Context: an optimization exercise on an open-source flow, tuned for small area. The choices shown serve that exercise and are no tape-out recipe. Only simulation tests tie the RTL to the original design; equivalence was not proved. Power figures rest on the tool's default switching activity, not on a simulated workload.

File: flow/design.v
package banner_scroller_pkg;
    localparam int WORD_W = 71;
    localparam int ROWS   = 15;
    localparam int WIN_W  = 32;
    localparam int GAP    = 8;
    localparam int ADDR_W = 5;
    localparam int OFF_W  = 7;
endpackage
import banner_scroller_pkg::*;
module bw_o22ai (input logic a1, input logic a2, input logic b1, input logic b2, output logic y);
    assign y = ~((a1 | a2) & (b1 | b2));
endmodule
module bw_a22oi (input logic a1, input logic a2, input logic b1, input logic b2, output logic y);
    assign y = ~((a1 & a2) | (b1 & b2));
endmodule
module bw_a222oi (input logic a1, input logic a2, input logic b1, input logic b2,
                  input logic c1, input logic c2, output logic y);
    assign y = ~((a1 & a2) | (b1 & b2) | (c1 & c2));
endmodule
module bw_nand2 (input logic a, input logic b, output logic y);
    assign y = ~(a & b);
endmodule
module bw_nor2 (input logic a, input logic b, output logic y);
    assign y = ~(a | b);
endmodule
module bw_inv (input logic a, output logic y);
    assign y = ~a;
endmodule
module banner_window_extract (
    input  logic [WORD_W-1:0] rom_data,
    input  logic [OFF_W-1:0]  offset,
    input  logic              load,
    input  logic [WIN_W-1:0]  pix_q,
    output logic [WIN_W-1:0]  pix_d
);
    wire o0 = offset[0];
    wire o0_n = ~offset[0];
    wire o1 = offset[1];
    wire o1_n = ~offset[1];
    wire o2 = offset[2];
    wire o2_n = ~offset[2];
    wire o3 = offset[3];
    wire o3_n = ~offset[3];
    wire o4 = offset[4];
    wire o4_n = ~offset[4];
    wire o5 = offset[5];
    wire o5_n = ~offset[5];
    wire o6 = offset[6];
    wire o6_n = ~offset[6];
    wire s65_0 = ~(offset[6] | offset[5]);
    wire s65_1 = offset[5];
    wire s65_2 = offset[6];
    wire s65_0_n = ~s65_0;
    wire s65_1_n = ~offset[5];
    wire s65_2_n = ~offset[6];
    wire ld0  = load & ~offset[0];
    wire ld1  = load & offset[0];
    wire hold = ~load;
    wire [WIN_W-1:0] pix_h = ~pix_q;
    wire w0;
    wire w1;
    wire w2;
    wire w3;
    wire w4;
    wire w5;
    wire w6;
    wire w7;
    wire w8;
    wire w9;
    wire w10;
    wire w11;
    wire w12;
    wire w13;
    wire w14;
    wire w15;
    wire w16;
    wire w17;
    wire w18;
    wire w19;
    wire w20;
    wire w21;
    wire w22;
    wire w23;
    wire w24;
    wire w25;
    wire w26;
    wire w27;
    wire w28;
    wire w29;
    wire w30;
    wire w31;
    wire w32;
    wire w33;
    wire w34;
    wire w35;
    wire w36;
    wire w37;
    wire w38;
    wire w39;
    wire w40;
    wire w41;
    wire w42;
    wire w43;
    wire w44;
    wire w45;
    wire w46;
    wire w47;
    wire w48;
    wire w49;
    wire w50;
    wire w51;
    wire w52;
    wire w53;
    wire w54;
    wire w55;
    wire w56;
    wire w57;
    wire w58;
    wire w59;
    wire w60;
    wire w61;
    wire w63;
    wire w64;
    wire w65;
    wire w66;
    wire w67;
    wire w69;
    wire w70;
    wire w71;
    wire w72;
    wire w73;
    wire w75;
    wire w76;
    wire w77;
    wire w78;
    wire w79;
    wire w81;
    wire w82;
    wire w83;
    wire w84;
    wire w85;
    wire w87;
    wire w88;
    wire w89;
    wire w90;
    wire w91;
    wire w93;
    wire w94;
    wire w95;
    wire w96;
    wire w97;
    wire w99;
    wire w100;
    wire w101;
    wire w102;
    wire w103;
    wire w105;
    wire w106;
    wire w107;
    wire w108;
    wire w109;
    wire w111;
    wire w112;
    wire w113;
    wire w114;
    wire w115;
    wire w117;
    wire w118;
    wire w119;
    wire w120;
    wire w121;
    wire w123;
    wire w124;
    wire w125;
    wire w126;
    wire w127;
    wire w129;
    wire w130;
    wire w131;
    wire w132;
    wire w133;
    wire w135;
    wire w136;
    wire w137;
    wire w138;
    wire w139;
    wire w141;
    wire w142;
    wire w143;
    wire w144;
    wire w145;
    wire w147;
    wire w148;
    wire w149;
    wire w150;
    wire w151;
    wire w153;
    wire w154;
    wire w155;
    wire w156;
    wire w157;
    wire w159;
    wire w160;
    wire w161;
    wire w162;
    wire w163;
    wire w165;
    wire w166;
    wire w167;
    wire w168;
    wire w169;
    wire w171;
    wire w172;
    wire w173;
    wire w174;
    wire w175;
    wire w177;
    wire w178;
    wire w179;
    wire w180;
    wire w181;
    wire w183;
    wire w184;
    wire w185;
    wire w186;
    wire w187;
    wire w189;
    wire w190;
    wire w191;
    wire w192;
    wire w193;
    wire w195;
    wire w196;
    wire w197;
    wire w198;
    wire w199;
    wire w201;
    wire w202;
    wire w203;
    wire w204;
    wire w205;
    wire w207;
    wire w208;
    wire w209;
    wire w210;
    wire w211;
    wire w213;
    wire w214;
    wire w215;
    wire w216;
    wire w217;
    wire w219;
    wire w220;
    wire w221;
    wire w222;
    wire w223;
    wire w225;
    wire w226;
    wire w227;
    wire w228;
    wire w229;
    wire w231;
    wire w232;
    wire w233;
    wire w234;
    wire w235;
    wire w237;
    wire w238;
    wire w239;
    wire w240;
    wire w241;
    wire w243;
    wire w244;
    wire w245;
    wire w246;
    wire w247;
    bw_a222oi u0 (.a1(s65_0), .a2(rom_data[70]), .b1(s65_1), .b2(rom_data[38]), .c1(s65_2), .c2(rom_data[6]), .y(w0));
    bw_a222oi u1 (.a1(s65_0), .a2(rom_data[54]), .b1(s65_1), .b2(rom_data[22]), .c1(s65_2), .c2(rom_data[69]), .y(w1));
    bw_o22ai u2 (.a1(w0), .a2(o4), .b1(w1), .b2(o4_n), .y(w2));
    bw_a22oi u3 (.a1(s65_0), .a2(rom_data[62]), .b1(s65_1), .b2(rom_data[30]), .y(w3));
    bw_a222oi u4 (.a1(s65_0), .a2(rom_data[46]), .b1(s65_1), .b2(rom_data[14]), .c1(s65_2), .c2(rom_data[61]), .y(w4));
    bw_o22ai u5 (.a1(w3), .a2(o4), .b1(w4), .b2(o4_n), .y(w5));
    bw_o22ai u6 (.a1(w2), .a2(o3), .b1(w5), .b2(o3_n), .y(w6));
    bw_a222oi u7 (.a1(s65_0), .a2(rom_data[66]), .b1(s65_1), .b2(rom_data[34]), .c1(s65_2), .c2(rom_data[2]), .y(w7));
    bw_a222oi u8 (.a1(s65_0), .a2(rom_data[50]), .b1(s65_1), .b2(rom_data[18]), .c1(s65_2), .c2(rom_data[65]), .y(w8));
    bw_o22ai u9 (.a1(w7), .a2(o4), .b1(w8), .b2(o4_n), .y(w9));
    bw_a22oi u10 (.a1(s65_0), .a2(rom_data[58]), .b1(s65_1), .b2(rom_data[26]), .y(w10));
    bw_a222oi u11 (.a1(s65_0), .a2(rom_data[42]), .b1(s65_1), .b2(rom_data[10]), .c1(s65_2), .c2(rom_data[57]), .y(w11));
    bw_o22ai u12 (.a1(w10), .a2(o4), .b1(w11), .b2(o4_n), .y(w12));
    bw_o22ai u13 (.a1(w9), .a2(o3), .b1(w12), .b2(o3_n), .y(w13));
    bw_o22ai u14 (.a1(w6), .a2(o2), .b1(w13), .b2(o2_n), .y(w14));
    bw_a222oi u15 (.a1(s65_0), .a2(rom_data[68]), .b1(s65_1), .b2(rom_data[36]), .c1(s65_2), .c2(rom_data[4]), .y(w15));
    bw_a222oi u16 (.a1(s65_0), .a2(rom_data[52]), .b1(s65_1), .b2(rom_data[20]), .c1(s65_2), .c2(rom_data[67]), .y(w16));
    bw_o22ai u17 (.a1(w15), .a2(o4), .b1(w16), .b2(o4_n), .y(w17));
    bw_a22oi u18 (.a1(s65_0), .a2(rom_data[60]), .b1(s65_1), .b2(rom_data[28]), .y(w18));
    bw_a222oi u19 (.a1(s65_0), .a2(rom_data[44]), .b1(s65_1), .b2(rom_data[12]), .c1(s65_2), .c2(rom_data[59]), .y(w19));
    bw_o22ai u20 (.a1(w18), .a2(o4), .b1(w19), .b2(o4_n), .y(w20));
    bw_o22ai u21 (.a1(w17), .a2(o3), .b1(w20), .b2(o3_n), .y(w21));
    bw_a222oi u22 (.a1(s65_0), .a2(rom_data[64]), .b1(s65_1), .b2(rom_data[32]), .c1(s65_2), .c2(rom_data[0]), .y(w22));
    bw_a222oi u23 (.a1(s65_0), .a2(rom_data[48]), .b1(s65_1), .b2(rom_data[16]), .c1(s65_2), .c2(rom_data[63]), .y(w23));
    bw_o22ai u24 (.a1(w22), .a2(o4), .b1(w23), .b2(o4_n), .y(w24));
    bw_a22oi u25 (.a1(s65_0), .a2(rom_data[56]), .b1(s65_1), .b2(rom_data[24]), .y(w25));
    bw_a222oi u26 (.a1(s65_0), .a2(rom_data[40]), .b1(s65_1), .b2(rom_data[8]), .c1(s65_2), .c2(rom_data[55]), .y(w26));
    bw_o22ai u27 (.a1(w25), .a2(o4), .b1(w26), .b2(o4_n), .y(w27));
    bw_o22ai u28 (.a1(w24), .a2(o3), .b1(w27), .b2(o3_n), .y(w28));
    bw_o22ai u29 (.a1(w21), .a2(o2), .b1(w28), .b2(o2_n), .y(w29));
    bw_o22ai u30 (.a1(w14), .a2(o1), .b1(w29), .b2(o1_n), .y(w30));
    bw_a222oi u31 (.a1(s65_0), .a2(rom_data[69]), .b1(s65_1), .b2(rom_data[37]), .c1(s65_2), .c2(rom_data[5]), .y(w31));
    bw_a222oi u32 (.a1(s65_0), .a2(rom_data[53]), .b1(s65_1), .b2(rom_data[21]), .c1(s65_2), .c2(rom_data[68]), .y(w32));
    bw_o22ai u33 (.a1(w31), .a2(o4), .b1(w32), .b2(o4_n), .y(w33));
    bw_a22oi u34 (.a1(s65_0), .a2(rom_data[61]), .b1(s65_1), .b2(rom_data[29]), .y(w34));
    bw_a222oi u35 (.a1(s65_0), .a2(rom_data[45]), .b1(s65_1), .b2(rom_data[13]), .c1(s65_2), .c2(rom_data[60]), .y(w35));
    bw_o22ai u36 (.a1(w34), .a2(o4), .b1(w35), .b2(o4_n), .y(w36));
    bw_o22ai u37 (.a1(w33), .a2(o3), .b1(w36), .b2(o3_n), .y(w37));
    bw_a222oi u38 (.a1(s65_0), .a2(rom_data[65]), .b1(s65_1), .b2(rom_data[33]), .c1(s65_2), .c2(rom_data[1]), .y(w38));
    bw_a222oi u39 (.a1(s65_0), .a2(rom_data[49]), .b1(s65_1), .b2(rom_data[17]), .c1(s65_2), .c2(rom_data[64]), .y(w39));
    bw_o22ai u40 (.a1(w38), .a2(o4), .b1(w39), .b2(o4_n), .y(w40));
    bw_a22oi u41 (.a1(s65_0), .a2(rom_data[57]), .b1(s65_1), .b2(rom_data[25]), .y(w41));
    bw_a222oi u42 (.a1(s65_0), .a2(rom_data[41]), .b1(s65_1), .b2(rom_data[9]), .c1(s65_2), .c2(rom_data[56]), .y(w42));
    bw_o22ai u43 (.a1(w41), .a2(o4), .b1(w42), .b2(o4_n), .y(w43));
    bw_o22ai u44 (.a1(w40), .a2(o3), .b1(w43), .b2(o3_n), .y(w44));
    bw_o22ai u45 (.a1(w37), .a2(o2), .b1(w44), .b2(o2_n), .y(w45));
    bw_a222oi u46 (.a1(s65_0), .a2(rom_data[67]), .b1(s65_1), .b2(rom_data[35]), .c1(s65_2), .c2(rom_data[3]), .y(w46));
    bw_a222oi u47 (.a1(s65_0), .a2(rom_data[51]), .b1(s65_1), .b2(rom_data[19]), .c1(s65_2), .c2(rom_data[66]), .y(w47));
    bw_o22ai u48 (.a1(w46), .a2(o4), .b1(w47), .b2(o4_n), .y(w48));
    bw_a22oi u49 (.a1(s65_0), .a2(rom_data[59]), .b1(s65_1), .b2(rom_data[27]), .y(w49));
    bw_a222oi u50 (.a1(s65_0), .a2(rom_data[43]), .b1(s65_1), .b2(rom_data[11]), .c1(s65_2), .c2(rom_data[58]), .y(w50));
    bw_o22ai u51 (.a1(w49), .a2(o4), .b1(w50), .b2(o4_n), .y(w51));
    bw_o22ai u52 (.a1(w48), .a2(o3), .b1(w51), .b2(o3_n), .y(w52));
    bw_a22oi u53 (.a1(s65_0), .a2(rom_data[63]), .b1(s65_1), .b2(rom_data[31]), .y(w53));
    bw_a222oi u54 (.a1(s65_0), .a2(rom_data[47]), .b1(s65_1), .b2(rom_data[15]), .c1(s65_2), .c2(rom_data[62]), .y(w54));
    bw_o22ai u55 (.a1(w53), .a2(o4), .b1(w54), .b2(o4_n), .y(w55));
    bw_a222oi u56 (.a1(s65_0), .a2(rom_data[55]), .b1(s65_1), .b2(rom_data[23]), .c1(s65_2), .c2(rom_data[70]), .y(w56));
    bw_a222oi u57 (.a1(s65_0), .a2(rom_data[39]), .b1(s65_1), .b2(rom_data[7]), .c1(s65_2), .c2(rom_data[54]), .y(w57));
    bw_o22ai u58 (.a1(w56), .a2(o4), .b1(w57), .b2(o4_n), .y(w58));
    bw_o22ai u59 (.a1(w55), .a2(o3), .b1(w58), .b2(o3_n), .y(w59));
    bw_o22ai u60 (.a1(w52), .a2(o2), .b1(w59), .b2(o2_n), .y(w60));
    bw_o22ai u61 (.a1(w45), .a2(o1), .b1(w60), .b2(o1_n), .y(w61));
    bw_a222oi u62 (.a1(ld0), .a2(w30), .b1(ld1), .b2(w61), .c1(hold), .c2(pix_h[31]), .y(pix_d[31]));
    bw_a222oi u63 (.a1(s65_0), .a2(rom_data[38]), .b1(s65_1), .b2(rom_data[6]), .c1(s65_2), .c2(rom_data[53]), .y(w63));
    bw_o22ai u64 (.a1(w1), .a2(o4), .b1(w63), .b2(o4_n), .y(w64));
    bw_o22ai u65 (.a1(w5), .a2(o3), .b1(w64), .b2(o3_n), .y(w65));
    bw_o22ai u66 (.a1(w13), .a2(o2), .b1(w65), .b2(o2_n), .y(w66));
    bw_o22ai u67 (.a1(w29), .a2(o1), .b1(w66), .b2(o1_n), .y(w67));
    bw_a222oi u68 (.a1(ld0), .a2(w61), .b1(ld1), .b2(w67), .c1(hold), .c2(pix_h[30]), .y(pix_d[30]));
    bw_a222oi u69 (.a1(s65_0), .a2(rom_data[37]), .b1(s65_1), .b2(rom_data[5]), .c1(s65_2), .c2(rom_data[52]), .y(w69));
    bw_o22ai u70 (.a1(w32), .a2(o4), .b1(w69), .b2(o4_n), .y(w70));
    bw_o22ai u71 (.a1(w36), .a2(o3), .b1(w70), .b2(o3_n), .y(w71));
    bw_o22ai u72 (.a1(w44), .a2(o2), .b1(w71), .b2(o2_n), .y(w72));
    bw_o22ai u73 (.a1(w60), .a2(o1), .b1(w72), .b2(o1_n), .y(w73));
    bw_a222oi u74 (.a1(ld0), .a2(w67), .b1(ld1), .b2(w73), .c1(hold), .c2(pix_h[29]), .y(pix_d[29]));
    bw_a222oi u75 (.a1(s65_0), .a2(rom_data[36]), .b1(s65_1), .b2(rom_data[4]), .c1(s65_2), .c2(rom_data[51]), .y(w75));
    bw_o22ai u76 (.a1(w16), .a2(o4), .b1(w75), .b2(o4_n), .y(w76));
    bw_o22ai u77 (.a1(w20), .a2(o3), .b1(w76), .b2(o3_n), .y(w77));
    bw_o22ai u78 (.a1(w28), .a2(o2), .b1(w77), .b2(o2_n), .y(w78));
    bw_o22ai u79 (.a1(w66), .a2(o1), .b1(w78), .b2(o1_n), .y(w79));
    bw_a222oi u80 (.a1(ld0), .a2(w73), .b1(ld1), .b2(w79), .c1(hold), .c2(pix_h[28]), .y(pix_d[28]));
    bw_a222oi u81 (.a1(s65_0), .a2(rom_data[35]), .b1(s65_1), .b2(rom_data[3]), .c1(s65_2), .c2(rom_data[50]), .y(w81));
    bw_o22ai u82 (.a1(w47), .a2(o4), .b1(w81), .b2(o4_n), .y(w82));
    bw_o22ai u83 (.a1(w51), .a2(o3), .b1(w82), .b2(o3_n), .y(w83));
    bw_o22ai u84 (.a1(w59), .a2(o2), .b1(w83), .b2(o2_n), .y(w84));
    bw_o22ai u85 (.a1(w72), .a2(o1), .b1(w84), .b2(o1_n), .y(w85));
    bw_a222oi u86 (.a1(ld0), .a2(w79), .b1(ld1), .b2(w85), .c1(hold), .c2(pix_h[27]), .y(pix_d[27]));
    bw_a222oi u87 (.a1(s65_0), .a2(rom_data[34]), .b1(s65_1), .b2(rom_data[2]), .c1(s65_2), .c2(rom_data[49]), .y(w87));
    bw_o22ai u88 (.a1(w8), .a2(o4), .b1(w87), .b2(o4_n), .y(w88));
    bw_o22ai u89 (.a1(w12), .a2(o3), .b1(w88), .b2(o3_n), .y(w89));
    bw_o22ai u90 (.a1(w65), .a2(o2), .b1(w89), .b2(o2_n), .y(w90));
    bw_o22ai u91 (.a1(w78), .a2(o1), .b1(w90), .b2(o1_n), .y(w91));
    bw_a222oi u92 (.a1(ld0), .a2(w85), .b1(ld1), .b2(w91), .c1(hold), .c2(pix_h[26]), .y(pix_d[26]));
    bw_a222oi u93 (.a1(s65_0), .a2(rom_data[33]), .b1(s65_1), .b2(rom_data[1]), .c1(s65_2), .c2(rom_data[48]), .y(w93));
    bw_o22ai u94 (.a1(w39), .a2(o4), .b1(w93), .b2(o4_n), .y(w94));
    bw_o22ai u95 (.a1(w43), .a2(o3), .b1(w94), .b2(o3_n), .y(w95));
    bw_o22ai u96 (.a1(w71), .a2(o2), .b1(w95), .b2(o2_n), .y(w96));
    bw_o22ai u97 (.a1(w84), .a2(o1), .b1(w96), .b2(o1_n), .y(w97));
    bw_a222oi u98 (.a1(ld0), .a2(w91), .b1(ld1), .b2(w97), .c1(hold), .c2(pix_h[25]), .y(pix_d[25]));
    bw_a222oi u99 (.a1(s65_0), .a2(rom_data[32]), .b1(s65_1), .b2(rom_data[0]), .c1(s65_2), .c2(rom_data[47]), .y(w99));
    bw_o22ai u100 (.a1(w23), .a2(o4), .b1(w99), .b2(o4_n), .y(w100));
    bw_o22ai u101 (.a1(w27), .a2(o3), .b1(w100), .b2(o3_n), .y(w101));
    bw_o22ai u102 (.a1(w77), .a2(o2), .b1(w101), .b2(o2_n), .y(w102));
    bw_o22ai u103 (.a1(w90), .a2(o1), .b1(w102), .b2(o1_n), .y(w103));
    bw_a222oi u104 (.a1(ld0), .a2(w97), .b1(ld1), .b2(w103), .c1(hold), .c2(pix_h[24]), .y(pix_d[24]));
    bw_a22oi u105 (.a1(s65_0), .a2(rom_data[31]), .b1(s65_2), .b2(rom_data[46]), .y(w105));
    bw_o22ai u106 (.a1(w54), .a2(o4), .b1(w105), .b2(o4_n), .y(w106));
    bw_o22ai u107 (.a1(w58), .a2(o3), .b1(w106), .b2(o3_n), .y(w107));
    bw_o22ai u108 (.a1(w83), .a2(o2), .b1(w107), .b2(o2_n), .y(w108));
    bw_o22ai u109 (.a1(w96), .a2(o1), .b1(w108), .b2(o1_n), .y(w109));
    bw_a222oi u110 (.a1(ld0), .a2(w103), .b1(ld1), .b2(w109), .c1(hold), .c2(pix_h[23]), .y(pix_d[23]));
    bw_a22oi u111 (.a1(s65_0), .a2(rom_data[30]), .b1(s65_2), .b2(rom_data[45]), .y(w111));
    bw_o22ai u112 (.a1(w4), .a2(o4), .b1(w111), .b2(o4_n), .y(w112));
    bw_o22ai u113 (.a1(w64), .a2(o3), .b1(w112), .b2(o3_n), .y(w113));
    bw_o22ai u114 (.a1(w89), .a2(o2), .b1(w113), .b2(o2_n), .y(w114));
    bw_o22ai u115 (.a1(w102), .a2(o1), .b1(w114), .b2(o1_n), .y(w115));
    bw_a222oi u116 (.a1(ld0), .a2(w109), .b1(ld1), .b2(w115), .c1(hold), .c2(pix_h[22]), .y(pix_d[22]));
    bw_a22oi u117 (.a1(s65_0), .a2(rom_data[29]), .b1(s65_2), .b2(rom_data[44]), .y(w117));
    bw_o22ai u118 (.a1(w35), .a2(o4), .b1(w117), .b2(o4_n), .y(w118));
    bw_o22ai u119 (.a1(w70), .a2(o3), .b1(w118), .b2(o3_n), .y(w119));
    bw_o22ai u120 (.a1(w95), .a2(o2), .b1(w119), .b2(o2_n), .y(w120));
    bw_o22ai u121 (.a1(w108), .a2(o1), .b1(w120), .b2(o1_n), .y(w121));
    bw_a222oi u122 (.a1(ld0), .a2(w115), .b1(ld1), .b2(w121), .c1(hold), .c2(pix_h[21]), .y(pix_d[21]));
    bw_a22oi u123 (.a1(s65_0), .a2(rom_data[28]), .b1(s65_2), .b2(rom_data[43]), .y(w123));
    bw_o22ai u124 (.a1(w19), .a2(o4), .b1(w123), .b2(o4_n), .y(w124));
    bw_o22ai u125 (.a1(w76), .a2(o3), .b1(w124), .b2(o3_n), .y(w125));
    bw_o22ai u126 (.a1(w101), .a2(o2), .b1(w125), .b2(o2_n), .y(w126));
    bw_o22ai u127 (.a1(w114), .a2(o1), .b1(w126), .b2(o1_n), .y(w127));
    bw_a222oi u128 (.a1(ld0), .a2(w121), .b1(ld1), .b2(w127), .c1(hold), .c2(pix_h[20]), .y(pix_d[20]));
    bw_a22oi u129 (.a1(s65_0), .a2(rom_data[27]), .b1(s65_2), .b2(rom_data[42]), .y(w129));
    bw_o22ai u130 (.a1(w50), .a2(o4), .b1(w129), .b2(o4_n), .y(w130));
    bw_o22ai u131 (.a1(w82), .a2(o3), .b1(w130), .b2(o3_n), .y(w131));
    bw_o22ai u132 (.a1(w107), .a2(o2), .b1(w131), .b2(o2_n), .y(w132));
    bw_o22ai u133 (.a1(w120), .a2(o1), .b1(w132), .b2(o1_n), .y(w133));
    bw_a222oi u134 (.a1(ld0), .a2(w127), .b1(ld1), .b2(w133), .c1(hold), .c2(pix_h[19]), .y(pix_d[19]));
    bw_a22oi u135 (.a1(s65_0), .a2(rom_data[26]), .b1(s65_2), .b2(rom_data[41]), .y(w135));
    bw_o22ai u136 (.a1(w11), .a2(o4), .b1(w135), .b2(o4_n), .y(w136));
    bw_o22ai u137 (.a1(w88), .a2(o3), .b1(w136), .b2(o3_n), .y(w137));
    bw_o22ai u138 (.a1(w113), .a2(o2), .b1(w137), .b2(o2_n), .y(w138));
    bw_o22ai u139 (.a1(w126), .a2(o1), .b1(w138), .b2(o1_n), .y(w139));
    bw_a222oi u140 (.a1(ld0), .a2(w133), .b1(ld1), .b2(w139), .c1(hold), .c2(pix_h[18]), .y(pix_d[18]));
    bw_a22oi u141 (.a1(s65_0), .a2(rom_data[25]), .b1(s65_2), .b2(rom_data[40]), .y(w141));
    bw_o22ai u142 (.a1(w42), .a2(o4), .b1(w141), .b2(o4_n), .y(w142));
    bw_o22ai u143 (.a1(w94), .a2(o3), .b1(w142), .b2(o3_n), .y(w143));
    bw_o22ai u144 (.a1(w119), .a2(o2), .b1(w143), .b2(o2_n), .y(w144));
    bw_o22ai u145 (.a1(w132), .a2(o1), .b1(w144), .b2(o1_n), .y(w145));
    bw_a222oi u146 (.a1(ld0), .a2(w139), .b1(ld1), .b2(w145), .c1(hold), .c2(pix_h[17]), .y(pix_d[17]));
    bw_nand2 u147 (.a(s65_0), .b(rom_data[24]), .y(w147));
    bw_o22ai u148 (.a1(w26), .a2(o4), .b1(w147), .b2(o4_n), .y(w148));
    bw_o22ai u149 (.a1(w100), .a2(o3), .b1(w148), .b2(o3_n), .y(w149));
    bw_o22ai u150 (.a1(w125), .a2(o2), .b1(w149), .b2(o2_n), .y(w150));
    bw_o22ai u151 (.a1(w138), .a2(o1), .b1(w150), .b2(o1_n), .y(w151));
    bw_a222oi u152 (.a1(ld0), .a2(w145), .b1(ld1), .b2(w151), .c1(hold), .c2(pix_h[16]), .y(pix_d[16]));
    bw_a22oi u153 (.a1(s65_0), .a2(rom_data[23]), .b1(s65_1), .b2(rom_data[70]), .y(w153));
    bw_o22ai u154 (.a1(w57), .a2(o4), .b1(w153), .b2(o4_n), .y(w154));
    bw_o22ai u155 (.a1(w106), .a2(o3), .b1(w154), .b2(o3_n), .y(w155));
    bw_o22ai u156 (.a1(w131), .a2(o2), .b1(w155), .b2(o2_n), .y(w156));
    bw_o22ai u157 (.a1(w144), .a2(o1), .b1(w156), .b2(o1_n), .y(w157));
    bw_a222oi u158 (.a1(ld0), .a2(w151), .b1(ld1), .b2(w157), .c1(hold), .c2(pix_h[15]), .y(pix_d[15]));
    bw_a22oi u159 (.a1(s65_0), .a2(rom_data[22]), .b1(s65_1), .b2(rom_data[69]), .y(w159));
    bw_o22ai u160 (.a1(w63), .a2(o4), .b1(w159), .b2(o4_n), .y(w160));
    bw_o22ai u161 (.a1(w112), .a2(o3), .b1(w160), .b2(o3_n), .y(w161));
    bw_o22ai u162 (.a1(w137), .a2(o2), .b1(w161), .b2(o2_n), .y(w162));
    bw_o22ai u163 (.a1(w150), .a2(o1), .b1(w162), .b2(o1_n), .y(w163));
    bw_a222oi u164 (.a1(ld0), .a2(w157), .b1(ld1), .b2(w163), .c1(hold), .c2(pix_h[14]), .y(pix_d[14]));
    bw_a22oi u165 (.a1(s65_0), .a2(rom_data[21]), .b1(s65_1), .b2(rom_data[68]), .y(w165));
    bw_o22ai u166 (.a1(w69), .a2(o4), .b1(w165), .b2(o4_n), .y(w166));
    bw_o22ai u167 (.a1(w118), .a2(o3), .b1(w166), .b2(o3_n), .y(w167));
    bw_o22ai u168 (.a1(w143), .a2(o2), .b1(w167), .b2(o2_n), .y(w168));
    bw_o22ai u169 (.a1(w156), .a2(o1), .b1(w168), .b2(o1_n), .y(w169));
    bw_a222oi u170 (.a1(ld0), .a2(w163), .b1(ld1), .b2(w169), .c1(hold), .c2(pix_h[13]), .y(pix_d[13]));
    bw_a22oi u171 (.a1(s65_0), .a2(rom_data[20]), .b1(s65_1), .b2(rom_data[67]), .y(w171));
    bw_o22ai u172 (.a1(w75), .a2(o4), .b1(w171), .b2(o4_n), .y(w172));
    bw_o22ai u173 (.a1(w124), .a2(o3), .b1(w172), .b2(o3_n), .y(w173));
    bw_o22ai u174 (.a1(w149), .a2(o2), .b1(w173), .b2(o2_n), .y(w174));
    bw_o22ai u175 (.a1(w162), .a2(o1), .b1(w174), .b2(o1_n), .y(w175));
    bw_a222oi u176 (.a1(ld0), .a2(w169), .b1(ld1), .b2(w175), .c1(hold), .c2(pix_h[12]), .y(pix_d[12]));
    bw_a22oi u177 (.a1(s65_0), .a2(rom_data[19]), .b1(s65_1), .b2(rom_data[66]), .y(w177));
    bw_o22ai u178 (.a1(w81), .a2(o4), .b1(w177), .b2(o4_n), .y(w178));
    bw_o22ai u179 (.a1(w130), .a2(o3), .b1(w178), .b2(o3_n), .y(w179));
    bw_o22ai u180 (.a1(w155), .a2(o2), .b1(w179), .b2(o2_n), .y(w180));
    bw_o22ai u181 (.a1(w168), .a2(o1), .b1(w180), .b2(o1_n), .y(w181));
    bw_a222oi u182 (.a1(ld0), .a2(w175), .b1(ld1), .b2(w181), .c1(hold), .c2(pix_h[11]), .y(pix_d[11]));
    bw_a22oi u183 (.a1(s65_0), .a2(rom_data[18]), .b1(s65_1), .b2(rom_data[65]), .y(w183));
    bw_o22ai u184 (.a1(w87), .a2(o4), .b1(w183), .b2(o4_n), .y(w184));
    bw_o22ai u185 (.a1(w136), .a2(o3), .b1(w184), .b2(o3_n), .y(w185));
    bw_o22ai u186 (.a1(w161), .a2(o2), .b1(w185), .b2(o2_n), .y(w186));
    bw_o22ai u187 (.a1(w174), .a2(o1), .b1(w186), .b2(o1_n), .y(w187));
    bw_a222oi u188 (.a1(ld0), .a2(w181), .b1(ld1), .b2(w187), .c1(hold), .c2(pix_h[10]), .y(pix_d[10]));
    bw_a22oi u189 (.a1(s65_0), .a2(rom_data[17]), .b1(s65_1), .b2(rom_data[64]), .y(w189));
    bw_o22ai u190 (.a1(w93), .a2(o4), .b1(w189), .b2(o4_n), .y(w190));
    bw_o22ai u191 (.a1(w142), .a2(o3), .b1(w190), .b2(o3_n), .y(w191));
    bw_o22ai u192 (.a1(w167), .a2(o2), .b1(w191), .b2(o2_n), .y(w192));
    bw_o22ai u193 (.a1(w180), .a2(o1), .b1(w192), .b2(o1_n), .y(w193));
    bw_a222oi u194 (.a1(ld0), .a2(w187), .b1(ld1), .b2(w193), .c1(hold), .c2(pix_h[9]), .y(pix_d[9]));
    bw_a22oi u195 (.a1(s65_0), .a2(rom_data[16]), .b1(s65_1), .b2(rom_data[63]), .y(w195));
    bw_o22ai u196 (.a1(w99), .a2(o4), .b1(w195), .b2(o4_n), .y(w196));
    bw_o22ai u197 (.a1(w148), .a2(o3), .b1(w196), .b2(o3_n), .y(w197));
    bw_o22ai u198 (.a1(w173), .a2(o2), .b1(w197), .b2(o2_n), .y(w198));
    bw_o22ai u199 (.a1(w186), .a2(o1), .b1(w198), .b2(o1_n), .y(w199));
    bw_a222oi u200 (.a1(ld0), .a2(w193), .b1(ld1), .b2(w199), .c1(hold), .c2(pix_h[8]), .y(pix_d[8]));
    bw_a22oi u201 (.a1(s65_0), .a2(rom_data[15]), .b1(s65_1), .b2(rom_data[62]), .y(w201));
    bw_o22ai u202 (.a1(w105), .a2(o4), .b1(w201), .b2(o4_n), .y(w202));
    bw_o22ai u203 (.a1(w154), .a2(o3), .b1(w202), .b2(o3_n), .y(w203));
    bw_o22ai u204 (.a1(w179), .a2(o2), .b1(w203), .b2(o2_n), .y(w204));
    bw_o22ai u205 (.a1(w192), .a2(o1), .b1(w204), .b2(o1_n), .y(w205));
    bw_a222oi u206 (.a1(ld0), .a2(w199), .b1(ld1), .b2(w205), .c1(hold), .c2(pix_h[7]), .y(pix_d[7]));
    bw_a22oi u207 (.a1(s65_0), .a2(rom_data[14]), .b1(s65_1), .b2(rom_data[61]), .y(w207));
    bw_o22ai u208 (.a1(w111), .a2(o4), .b1(w207), .b2(o4_n), .y(w208));
    bw_o22ai u209 (.a1(w160), .a2(o3), .b1(w208), .b2(o3_n), .y(w209));
    bw_o22ai u210 (.a1(w185), .a2(o2), .b1(w209), .b2(o2_n), .y(w210));
    bw_o22ai u211 (.a1(w198), .a2(o1), .b1(w210), .b2(o1_n), .y(w211));
    bw_a222oi u212 (.a1(ld0), .a2(w205), .b1(ld1), .b2(w211), .c1(hold), .c2(pix_h[6]), .y(pix_d[6]));
    bw_a22oi u213 (.a1(s65_0), .a2(rom_data[13]), .b1(s65_1), .b2(rom_data[60]), .y(w213));
    bw_o22ai u214 (.a1(w117), .a2(o4), .b1(w213), .b2(o4_n), .y(w214));
    bw_o22ai u215 (.a1(w166), .a2(o3), .b1(w214), .b2(o3_n), .y(w215));
    bw_o22ai u216 (.a1(w191), .a2(o2), .b1(w215), .b2(o2_n), .y(w216));
    bw_o22ai u217 (.a1(w204), .a2(o1), .b1(w216), .b2(o1_n), .y(w217));
    bw_a222oi u218 (.a1(ld0), .a2(w211), .b1(ld1), .b2(w217), .c1(hold), .c2(pix_h[5]), .y(pix_d[5]));
    bw_a22oi u219 (.a1(s65_0), .a2(rom_data[12]), .b1(s65_1), .b2(rom_data[59]), .y(w219));
    bw_o22ai u220 (.a1(w123), .a2(o4), .b1(w219), .b2(o4_n), .y(w220));
    bw_o22ai u221 (.a1(w172), .a2(o3), .b1(w220), .b2(o3_n), .y(w221));
    bw_o22ai u222 (.a1(w197), .a2(o2), .b1(w221), .b2(o2_n), .y(w222));
    bw_o22ai u223 (.a1(w210), .a2(o1), .b1(w222), .b2(o1_n), .y(w223));
    bw_a222oi u224 (.a1(ld0), .a2(w217), .b1(ld1), .b2(w223), .c1(hold), .c2(pix_h[4]), .y(pix_d[4]));
    bw_a22oi u225 (.a1(s65_0), .a2(rom_data[11]), .b1(s65_1), .b2(rom_data[58]), .y(w225));
    bw_o22ai u226 (.a1(w129), .a2(o4), .b1(w225), .b2(o4_n), .y(w226));
    bw_o22ai u227 (.a1(w178), .a2(o3), .b1(w226), .b2(o3_n), .y(w227));
    bw_o22ai u228 (.a1(w203), .a2(o2), .b1(w227), .b2(o2_n), .y(w228));
    bw_o22ai u229 (.a1(w216), .a2(o1), .b1(w228), .b2(o1_n), .y(w229));
    bw_a222oi u230 (.a1(ld0), .a2(w223), .b1(ld1), .b2(w229), .c1(hold), .c2(pix_h[3]), .y(pix_d[3]));
    bw_a22oi u231 (.a1(s65_0), .a2(rom_data[10]), .b1(s65_1), .b2(rom_data[57]), .y(w231));
    bw_o22ai u232 (.a1(w135), .a2(o4), .b1(w231), .b2(o4_n), .y(w232));
    bw_o22ai u233 (.a1(w184), .a2(o3), .b1(w232), .b2(o3_n), .y(w233));
    bw_o22ai u234 (.a1(w209), .a2(o2), .b1(w233), .b2(o2_n), .y(w234));
    bw_o22ai u235 (.a1(w222), .a2(o1), .b1(w234), .b2(o1_n), .y(w235));
    bw_a222oi u236 (.a1(ld0), .a2(w229), .b1(ld1), .b2(w235), .c1(hold), .c2(pix_h[2]), .y(pix_d[2]));
    bw_a22oi u237 (.a1(s65_0), .a2(rom_data[9]), .b1(s65_1), .b2(rom_data[56]), .y(w237));
    bw_o22ai u238 (.a1(w141), .a2(o4), .b1(w237), .b2(o4_n), .y(w238));
    bw_o22ai u239 (.a1(w190), .a2(o3), .b1(w238), .b2(o3_n), .y(w239));
    bw_o22ai u240 (.a1(w215), .a2(o2), .b1(w239), .b2(o2_n), .y(w240));
    bw_o22ai u241 (.a1(w228), .a2(o1), .b1(w240), .b2(o1_n), .y(w241));
    bw_a222oi u242 (.a1(ld0), .a2(w235), .b1(ld1), .b2(w241), .c1(hold), .c2(pix_h[1]), .y(pix_d[1]));
    bw_a22oi u243 (.a1(s65_0), .a2(rom_data[8]), .b1(s65_1), .b2(rom_data[55]), .y(w243));
    bw_o22ai u244 (.a1(w147), .a2(o4), .b1(w243), .b2(o4_n), .y(w244));
    bw_o22ai u245 (.a1(w196), .a2(o3), .b1(w244), .b2(o3_n), .y(w245));
    bw_o22ai u246 (.a1(w221), .a2(o2), .b1(w245), .b2(o2_n), .y(w246));
    bw_o22ai u247 (.a1(w234), .a2(o1), .b1(w246), .b2(o1_n), .y(w247));
    bw_a222oi u248 (.a1(ld0), .a2(w241), .b1(ld1), .b2(w247), .c1(hold), .c2(pix_h[0]), .y(pix_d[0]));
endmodule
import banner_scroller_pkg::*;
module banner_scroller (
    input  logic              clk,
    input  logic              rst_n,
    input  logic              enable,
    input  logic              scroll_tick,
    output logic [ADDR_W-1:0] rom_addr,
    input  logic [WORD_W-1:0] rom_data,
    output logic              row_valid,
    input  logic              row_ready,
    output logic [3:0]        row_idx,
    output logic [WIN_W-1:0]  row_pixels,
    output logic              frame_done,
    output logic [OFF_W-1:0]  offset
);
    logic             st1_q, st0_q;
    logic [3:0]       idx_q;
    logic [WIN_W-1:0] pix_q;
    logic             fd_q;
    logic [OFF_W-1:0] off_q;
    logic             pend_q;
    logic [WIN_W-1:0] pix_d;
    banner_window_extract u_extract (
        .rom_data (rom_data),
        .offset   (off_q),
        .load     (st1_q & st0_q),
        .pix_q    (pix_q),
        .pix_d    (pix_d)
    );
    wire present = st1_q & ~st0_q;
    wire accept  = present & row_ready;
    wire last    = &idx_q[3:1];
    wire fend    = accept & last;
    wire off_wrap = off_q[6] & off_q[3] & off_q[2] & off_q[1];
    always_ff @(posedge clk) begin
        pix_q <= pix_d;
    end
    always_ff @(posedge clk) begin
        if (!rst_n) begin
            st1_q  <= 1'b0;
            st0_q  <= 1'b0;
            idx_q  <= '0;
            fd_q   <= 1'b0;
            off_q  <= '0;
            pend_q <= 1'b0;
        end else begin
            st1_q  <= st0_q | (st1_q & ~row_ready);
            st0_q  <= st1_q ? (~st0_q & row_ready & enable) : (st0_q | enable);
            fd_q   <= fend;
            pend_q <= scroll_tick | (pend_q & ~fend);
            if (accept) idx_q <= last ? 4'd0 : idx_q + 4'd1;
            if (fend & pend_q) off_q <= off_wrap ? '0 : off_q + 7'd1;
        end
    end
    assign rom_addr   = {1'b0, idx_q};
    assign row_valid  = present;
    assign row_idx    = idx_q;
    assign row_pixels = pix_q;
    assign frame_done = fd_q;
    assign offset     = off_q;
endmodule
File: flow/flow/run.sh
#!/bin/bash
# Own layout flow: the standard ORFS flow, with two changes:
#  - ABC maps for area (amap) instead of ORFS's delay-driven "map -B 0.9" area script;
#  - port buffering uses the smallest buffer (buf_1) instead of the default choice.
# Every tool's output goes to ORFS's own per-step logs under orfs/logs, plus standard.log here.
set -euo pipefail
W=$PWD
rm -rf "$W/scripts"
cp -r "$FLOW_HOME/scripts" "$W/scripts"
cp "$W/flow/abc_area.script" "$W/scripts/abc_area.script"
export SCRIPTS_DIR="$W/scripts"
export BUFFER_PORTS_ARGS="-buffer_cell sky130_fd_sc_hd__buf_1"
bash "$W/standard.sh" > "$W/standard.log" 2>&1
File: flow/flow/abc_area.script
strash
dch
amap
topo
stime -c
File: flow/standard.sh
#!/bin/bash
# synth_recipe.tcl (not shown) runs the flow's synth.tcl, then flattens the netlist and writes it again
# the make line also repeats each setting of config.mk as NAME=value (left out here)
make -C /OpenROAD-flow-scripts/flow DESIGN_CONFIG=/design/flow/config.mk WORK_HOME=/design/flow/orfs CLKGATE_MAP_FILE= SYNTH_SCRIPT=/design/flow/synth_recipe.tcl "${@:-finish}"
File: flow/config.mk
export PLATFORM = sky130hd
export DESIGN_NAME = banner_scroller
export DESIGN_NICKNAME = banner_scroller
export VERILOG_FILES = /design/flow/design.v
export SDC_FILE = /design/flow/constraint.sdc
export NUM_CORES = 8
export LEC_CHECK = 0
export ABC_AREA = 1
export CAP_MARGIN = 30
export CORE_MARGIN = 2
export CORE_UTILIZATION = 40
export SLEW_MARGIN = 20
export SYNTH_HIERARCHICAL = 1
File: flow/constraint.sdc
create_clock -name core_clock -period 7.0 [get_ports {clk}]
set_input_delay 1.4000 -clock core_clock [delete_from_list [all_inputs] [get_ports {clk}]]
set_output_delay 1.4000 -clock core_clock [all_outputs]
set_load 0.01 [all_outputs]
==> flow_summary.yaml, run 1 <==
timing:
  hold_viol: 0
  rsz0062_at_grt: "no"
  slew_headroom: 0.455
  setup_tns_ns: 0
  fin_hold_ws_ns: 0.451
  drv_slew: 0
  skew_ns: 0.00763
  worstMarginPinSlew_ns: 0.812
  setup_viol: 0
  period_share: 0.431
  fin_crit_ns: 3.02
  max_freq_ghz: 0.332
synth:
  ys.flop_type: "dfxtp_1"
  async_flop_share: 0
  yosys.cell_types.count: 22
  avgSynthCellArea_um2: 8.21
  synth_most_common_cell: "o22ai_1"
  synth_area_leaders: "o22ai_1 30%, dfxtp_1 29%, a222oi_1 19%"
  synth_edf_count: 0
  synth_commonest_cells: "156 x o22ai_1, 63 x a222oi_1, 47 x dfxtp_1"
  ys_ff_latch: 47
  syn-instance-count: 396
  synth_top_cell_area_share: 0.300
  syn_nets: 474
  syn-cell-area_um2: 3250
  synth_top_cell_by_area: "o22ai_1"
  seq_area_frac_synth: 0.290
  yosys_warnings: 7
grt:
  grt_max_degree: 61
  grt_usage: 0.247
  grt_pass1_wl_um: 17900
  antenna_found_initial: 0
  gr-total-overflow: 0
  grt_pass1_vias: 3565
worst_setup_path:
  worstSetupEndpointType: "flop"
  cp_common_cell: "o22ai_1"
  cp-start-kind: "flop"
  r2r_start: "off_q[4]$_SDFFE_PN0P_"
  path_cells: "buf_4, clkinv_1, buf_16, o22ai_1, o22ai_1, o22ai_1, o22ai_1, a222oi_1"
  crit_fanout: 53
  path_buf_inv: 3
  crit_type: "flop to flop"
  ff2ff_setup_slack_ns: 3.98
  crit_slowest_cell: "clkinv_1"
  arrival_ns: 3.22
  critPathMaxStageDelay_ns: 0.59
  crit_family: "buffers and inverters"
  r2r-end: "pix_q[4]$_DFF_P_"
  required_ns: 7.20
  reg2reg_depth: 8
hold_path:
  hp-class: "flop to flop"
  min_path_cells: 2
  whs_endpoint: "pix_q[23]$_DFF_P_"
  worstHoldStart: "pix_q[23]$_DFF_P_"
final_layout:
  drive_above_1_share: 0.0430
  final_cell_area_um2: 4110
  fin_nets: 612
  antenna_cells: 0
  syn_to_final_growth_pct: 26.5
  nFillCells: 826
  utilization: 0.526
clock_tree:
  clk_pin_slew_ns: 0.09
  cts_hold_buffers: 0
  numCtsBuffers: 5
  clkSinkCount: 47
  clock_latency_ns: 0.30
  clockBufferDepth: 2
  post_cts_buffers: 0
  cts_resized: 0
  cts_root_buffer: "clkbuf_8"
  htreeDepth: 2
  cts_tree: "done"
route:
  drt-initial-drc-count: 562
  antenna_left: 0
  drt_wl_total_um: 11500
  drt_pass1_iterations: 8
  wl_per_cell_um: 18.0
  via_per_inst: 6.75
  drc: 0
  num_vias: 4299
power_and_ir_drop:
  p_leak_uw: 0.00130
  total_power_uw: 799
  p_per_area_nw_per_um2: 194
  peakVddDrop_uv: 162
floorplan:
  core_area_um2: 7810
  die_w_um: 94.1
  pin_count: 126
  start_util: 0.416
  rows: 32
  die_h_um: 94.1
  dieArea_um2: 8860
status:
  outcome: "complete, no violations"
place:
  gp_congestion: 0.951
  dpl-instance-area_um2: 3920
  portBuffers: 124
  dp_hpwl_um: 8670
run:
  cap_violations: 0
cell usage in the layout, fill, tap and decap left out:
master and n:
nor3_1 2, clkinv_1 42, buf_16 3, a211oi_1 5
a21oi_1 4, a311oi_1 1, dfxtp_1 46, a41oi_1 1
nand3_1 2, dfxtp_2 1, o21ai_0 2, buf_4 6
nand4_1 1, bufinv_16 1, buf_12 2, clkinvlp_4 1
conb_1 1, nor4_1 1, and3_1 1, inv_6 1
nor2b_1 3, buf_6 1, nor2b_2 1, a22oi_1 31
a222oi_1 63, ha_1 2, nor2_4 1, o22ai_1 156
buf_1 124, nand2_1 5, nor2_1 18, clkbuf_8 5
a31oi_1 1
metal layers:
metal / vias to the layer above / global-route usage / wire length, um
met3: 7 / 0.0377 / 1030
met5: - / 0 / 0
met1: 1968 / 0.378 / 5580
met4: 0 / 0.0507 / 70
li1: 2101 / - / -
met2: 223 / 0.361 / 4770
per-module statistics from Yosys (local to each module, per instance):
module                 area [um^2]  cells  flops+latches  copies in the design
bw_a222oi                     10.0      1              0                    63
bw_a22oi                      7.51      1              0                    31
banner_scroller               1270    107             47                     1
bw_o22ai                      6.26      1              0                   154
bw_nand2                      3.75      1              0                     1
banner_window_extract          153     40              0                     1
where the power goes:
part	leakage (uW)	internal [uW]	switching (uW)
clock	0.0000548	108	95.8
combinational	0.000859	94.3	137
sequential	0.000391	329	35.4
sequential cells by signal (all words and copies together) (netlist names):
register  flops
pend_q        1
idx_q         4
off_q         7
st1_q         1
pix_q        32
st0_q         1
fd_q          1
worst register-to-register path, cell delays in order (launching register included):
cell      delay, ns
dfxtp_1        0.32
buf_4          0.39
clkinv_1       0.61
buf_16         0.36
o22ai_1        0.31
o22ai_1        0.17
o22ai_1        0.27
o22ai_1        0.15
a222oi_1       0.32
cell families after synthesis:
logic type	Yosys count	share of synthesized area
flops	47	0.290
compound gates	264	0.594
fa+ha+maj	2	0.00770
other cells	1	0.00115
buf+inv	47	0.0601
simple gates	35	0.0474
per-stage QoR:
step / instances / worst slack (ns)
floorplan: 396 / 2.47
global placement: 623 / 3.66
detailed placement: 626 / 3.81
CTS: 634 / 3.80
global route: 637 / 3.65
finish: 637 / 3.98
layout make-up:
| cell class | count | area, um^2 | area share |
|---|---|---|---|
| inverter | 42 | 158 | 0.0384 |
| tap | 102 | 128 | 0.0311 |
| multi-input combinational | 302 | 2120 | 0.517 |
| clock inverter | 3 | 46.3 | 0.0113 |
| clock buffer | 5 | 68.8 | 0.0167 |
| sequential | 47 | 942 | 0.229 |
| timing repair buffer | 136 | 644 | 0.157 |
how the worst max path moves through the flow:
| stage | end | cells after the start | slack (ns) | from |
|---|---|---|---|---|
| floorplan | pix_q[23]$_DFF_P_ | 7 | 2.47 | off_q[5]$_SDFFE_PN0P_ |
| global placement | pix_q[4]$_DFF_P_ | 7 | 3.66 | off_q[5]$_SDFFE_PN0P_ |
| detailed placement | pix_q[24]$_DFF_P_ | 8 | 3.81 | off_q[5]$_SDFFE_PN0P_ |
| CTS | pix_q[24]$_DFF_P_ | 8 | 3.80 | off_q[5]$_SDFFE_PN0P_ |
| global route | pix_q[20]$_DFF_P_ | 8 | 3.65 | off_q[4]$_SDFFE_PN0P_ |
| finish | pix_q[4]$_DFF_P_ | 8 | 3.98 | off_q[4]$_SDFFE_PN0P_ |
==> inputs of run 2 (changes only) <==
==> flow/flow/run.sh (replaced) <==
#!/bin/bash
# Own layout flow: the standard ORFS flow, with these changes:
#  - ABC maps for area (amap) instead of ORFS's delay-driven "map -B 0.9" area script;
#  - port buffering uses the smallest buffer (buf_1) instead of the default choice;
#  - clock tree synthesis inserts no dummy loads.
# Every tool's output goes to ORFS's own per-step logs under orfs/logs, plus standard.log here.
set -euo pipefail
W=$PWD
rm -rf "$W/scripts"
cp -r "$FLOW_HOME/scripts" "$W/scripts"
cp "$W/flow/abc_area.script" "$W/scripts/abc_area.script"
export SCRIPTS_DIR="$W/scripts"
export BUFFER_PORTS_ARGS="-buffer_cell sky130_fd_sc_hd__buf_1"
export CTS_ARGS="-sink_clustering_enable -repair_clock_nets -dont_use_dummy_load"
bash "$W/standard.sh" > "$W/standard.log" 2>&1
--- a/flow/config.mk
+++ b/flow/config.mk
@@ -6,8 +6,8 @@
 export NUM_CORES = 8
 export LEC_CHECK = 0
 export ABC_AREA = 1
-export CAP_MARGIN = 30
+export CAP_MARGIN = 5
 export CORE_MARGIN = 2
-export CORE_UTILIZATION = 40
-export SLEW_MARGIN = 20
+export CORE_UTILIZATION = 60
+export SLEW_MARGIN = 5
 export SYNTH_HIERARCHICAL = 1
==> run 2 against run 1 <==
Net effect: sequential cell count unchanged; sequential power about the same; synthesized cell count unchanged; design area down 5.4%; setup slack worse by 0.49 ns; critical path depth down 1; maximum frequency down 14%.
==> flow_summary.yaml, run 2 <==
status:
  outcome: "complete, no violations"
worst_setup_path:
  r2r_start: "off_q[5]$_SDFFE_PN0P_"
  crit_path_end: "pix_q[19]$_DFF_P_"
  r2r-end: "pix_q[19]$_DFF_P_"
  crit_type: "flop to flop"
  arrival_ns: 3.66
  required_ns: 7.15
  reg2reg_depth: 7
  crit_fanout: 63
  ff2ff_setup_slack_ns: 3.49
  startpoint: "off_q[5]$_SDFFE_PN0P_"
  cp-start-kind: "flop"
  worstSetupEndpointType: "flop"
grt:
  grt_pass1_vias: 3635
  grt_usage: 0.349
  gr-total-overflow: 0
  grt_max_degree: 64
  antenna_found_initial: 0
  grt_pass1_wl_um: 17500
power_and_ir_drop:
  p_sw_frac: 0.350
  total_power_uw: 749
  p_comb_frac: 0.312
  netSwitchingPower_uw: 262
  p_leak_uw: 0.00122
  peakVddDrop_uv: 218
  power.internal_uw: 487
  p_per_area_nw_per_um2: 193
  seq_power_share: 0.490
  pwr-share-clk: 0.199
floorplan:
  die_w_um: 77.6
  core_area_um2: 5170
  start_util: 0.628
  die_h_um: 77.6
  rows: 26
  pin_count: 126
  dieArea_um2: 6020
synth:
  ys.flop_type: "dfxtp_1"
  synth_edf_count: 0
  yosys.cell_types.count: 22
  synth_commonest_cells: "156 x o22ai_1, 63 x a222oi_1, 47 x dfxtp_1"
  syn-cell-area_um2: 3250
  avgSynthCellArea_um2: 8.21
  async_flop_share: 0
  synth_area_leaders: "o22ai_1 30%, dfxtp_1 29%, a222oi_1 19%"
  yosys_warnings: 7
  syn_nets: 474
  synth_most_common_cell: "o22ai_1"
  seq_area_frac_synth: 0.290
  ys_ff_latch: 47
  synth_top_cell_by_area: "o22ai_1"
  syn-instance-count: 396
  synth_top_cell_area_share: 0.300
place:
  gp_congestion: 0.976
  dp.cells: 591
  portBuffers: 124
  dp_hpwl_um: 8100
  dpl-instance-area_um2: 3820
route:
  wl_per_cell_um: 18.6
  drt_wl_total_um: 11100
  num_vias: 4405
  drc: 0
  drt-initial-drc-count: 872
  via_per_inst: 7.39
  drt_pass1_iterations: 12
  antenna_left: 0
timing:
  setup_tns_ns: 0
  slew_headroom: 0.179
  hold_viol: 0
  setup_viol: 0
  skew_ns: 0.0202
  drv_slew: 0
  max_freq_ghz: 0.285
  fin_crit_ns: 3.51
  worstMarginPinSlew_ns: 1.23
  period_share: 0.501
  rsz0062_at_grt: "no"
final_layout:
  final_cell_mix: "156 x o22ai_1, 124 x buf_1, 63 x a222oi_1"
  drive_above_1_share: 0.0266
  ff_latch_area_um2: 942
  fin_nets: 606
  final_cells: 596
  nFillCells: 410
  largest_register: "pix_q"
  reg_top3: "pix_q x32, off_q x7, idx_q x4"
  largest_register_ffs: 32
  final_cell_area_um2: 3890
  utilization: 0.752
  antenna_cells: 0
  final_common_cell: "o22ai_1"
  syn_to_final_growth_pct: 19.7
  multiInputGateArea_um2: 2120
clock_tree:
  htreeDepth: 2
  cts_hold_buffers: 0
  cts_resized: 0
  clk_pin_slew_ns: 0.09
  clock_latency_ns: 0.31
  cts_tree: "done"
  cts_root_buffer: "clkbuf_8"
  numCtsBuffers: 5
  clkSinkCount: 47
  clockBufferDepth: 2
  post_cts_buffers: 0
hold_path:
  worstHoldStart: "pix_q[27]$_DFF_P_"
  hp-class: "flop to flop"
run:
  cap_violations: 0
[run 2: cell counts after synthesis]
Identical to the previous run, type by type.
[run 2: final cells by class]
cell class / count / share of cell area
clock buffers: 5 / 0.0177
flip-flops and latches: 47 / 0.242
repair buffers: 130 / 0.131
well taps: 70 / 0.0225
inverters: 42 / 0.0405
multi-input cells: 302 / 0.546
[run 2: through the flow]
step,setup slack (ns),hold WS [ns]
floorplan,2.47,0.443
global placement,3.74,0.437
detailed placement,3.66,0.442
CTS,3.65,0.455
global route,3.21,0.469
finish,3.49,0.455
[run 2: layer usage]
metal	global-route usage	up-vias	wire length (um)
met5	0	-	0
met2	0.523	335	4850
li1	-	2089	-
met1	0.501	1953	4720
met4	0.120	0	267
met3	0.0616	28	1270
[run 2: kinds of logic (layout without fill, tap and decap cells)]
family	count (synthesis)	in the layout	synth area share
AOI/OAI and AO/OA	264	264	0.594
DFF	47	47	0.290
buffers and inverters	47	177	0.0601
and+or+nand+nor	35	35	0.0474
adders and majority gates	2	2	0.00770
other	1	1	0.00115
[run 2: per-module statistics from Yosys (local to each module, per instance)]
module	area, um^2	times used	cells	flip-flops and latches
banner_window_extract	153	1	40	0
banner_scroller	1270	1	107	47
bw_a22oi	7.51	31	1	0
bw_a222oi	10.0	63	1	0
bw_nand2	3.75	1	1	0
bw_o22ai	6.26	154	1	0
[run 2: how the worst min path moves through the flow]
stage,end,cells past startpoint,slack [ns]
floorplan,pend_q$_SDFF_PN0_,2,0.44
global placement,pix_q[1]$_DFF_P_,2,0.44
detailed placement,pix_q[3]$_DFF_P_,2,0.44
CTS,pix_q[3]$_DFF_P_,2,0.45
global route,pix_q[27]$_DFF_P_,2,0.47
finish,pix_q[27]$_DFF_P_,2,0.45
[run 2: power groups by stage]
stage	registers (uW)	logic [uW]	clock network, uW
after global placement	368	223	0
after global routing	374	256	159
after floorplan	396	107	0
after detailed placement	371	228	0
final	367	234	149
after CTS	366	231	149
[run 2: critical path: stages (launching register included)]
cell,delay (ns)
dfxtp_2,0.62
nor2_4,1.06
a222oi_1,0.34
o22ai_1,0.33
o22ai_1,0.20
o22ai_1,0.24
o22ai_1,0.16
a222oi_1,0.40

## port drivers added, routing unchanged
How much do the figures lean on ideal ports? The routed layouts below were timed once more, with nothing changed but the port constraints. Step 1: set_driving_cell puts a clkbuf_16 on clk and a buf_2 on each other input, an assumption about the parent block. Step 2 times the ports against the registers' clock, not the clock port: input delays grow and output delays shrink by t, the midpoint of the rising clock arrivals with the driver on. Three values: ideal, step 1, step 2; two values: the first two.
run | t, ns | setup WS [ns] | hold WS [ns] | worst setup path at the end | worst register clock-pin slew, ns
run 1 | 0.329 | 3.985 / 3.985 / 3.799 | 0.451 / 0.451 / 0.451 | input to register | 0.09 / 0.09
run 2 | 0.326 | 3.494 / 3.494 / 3.494 | 0.455 / 0.455 / 0.455 | register to register | 0.09 / 0.09
After both steps setup and hold are still met in every run listed. The setup slack of run 1, which loses most, moves by 0.000 ns with the drivers and by -0.186 ns with both steps.
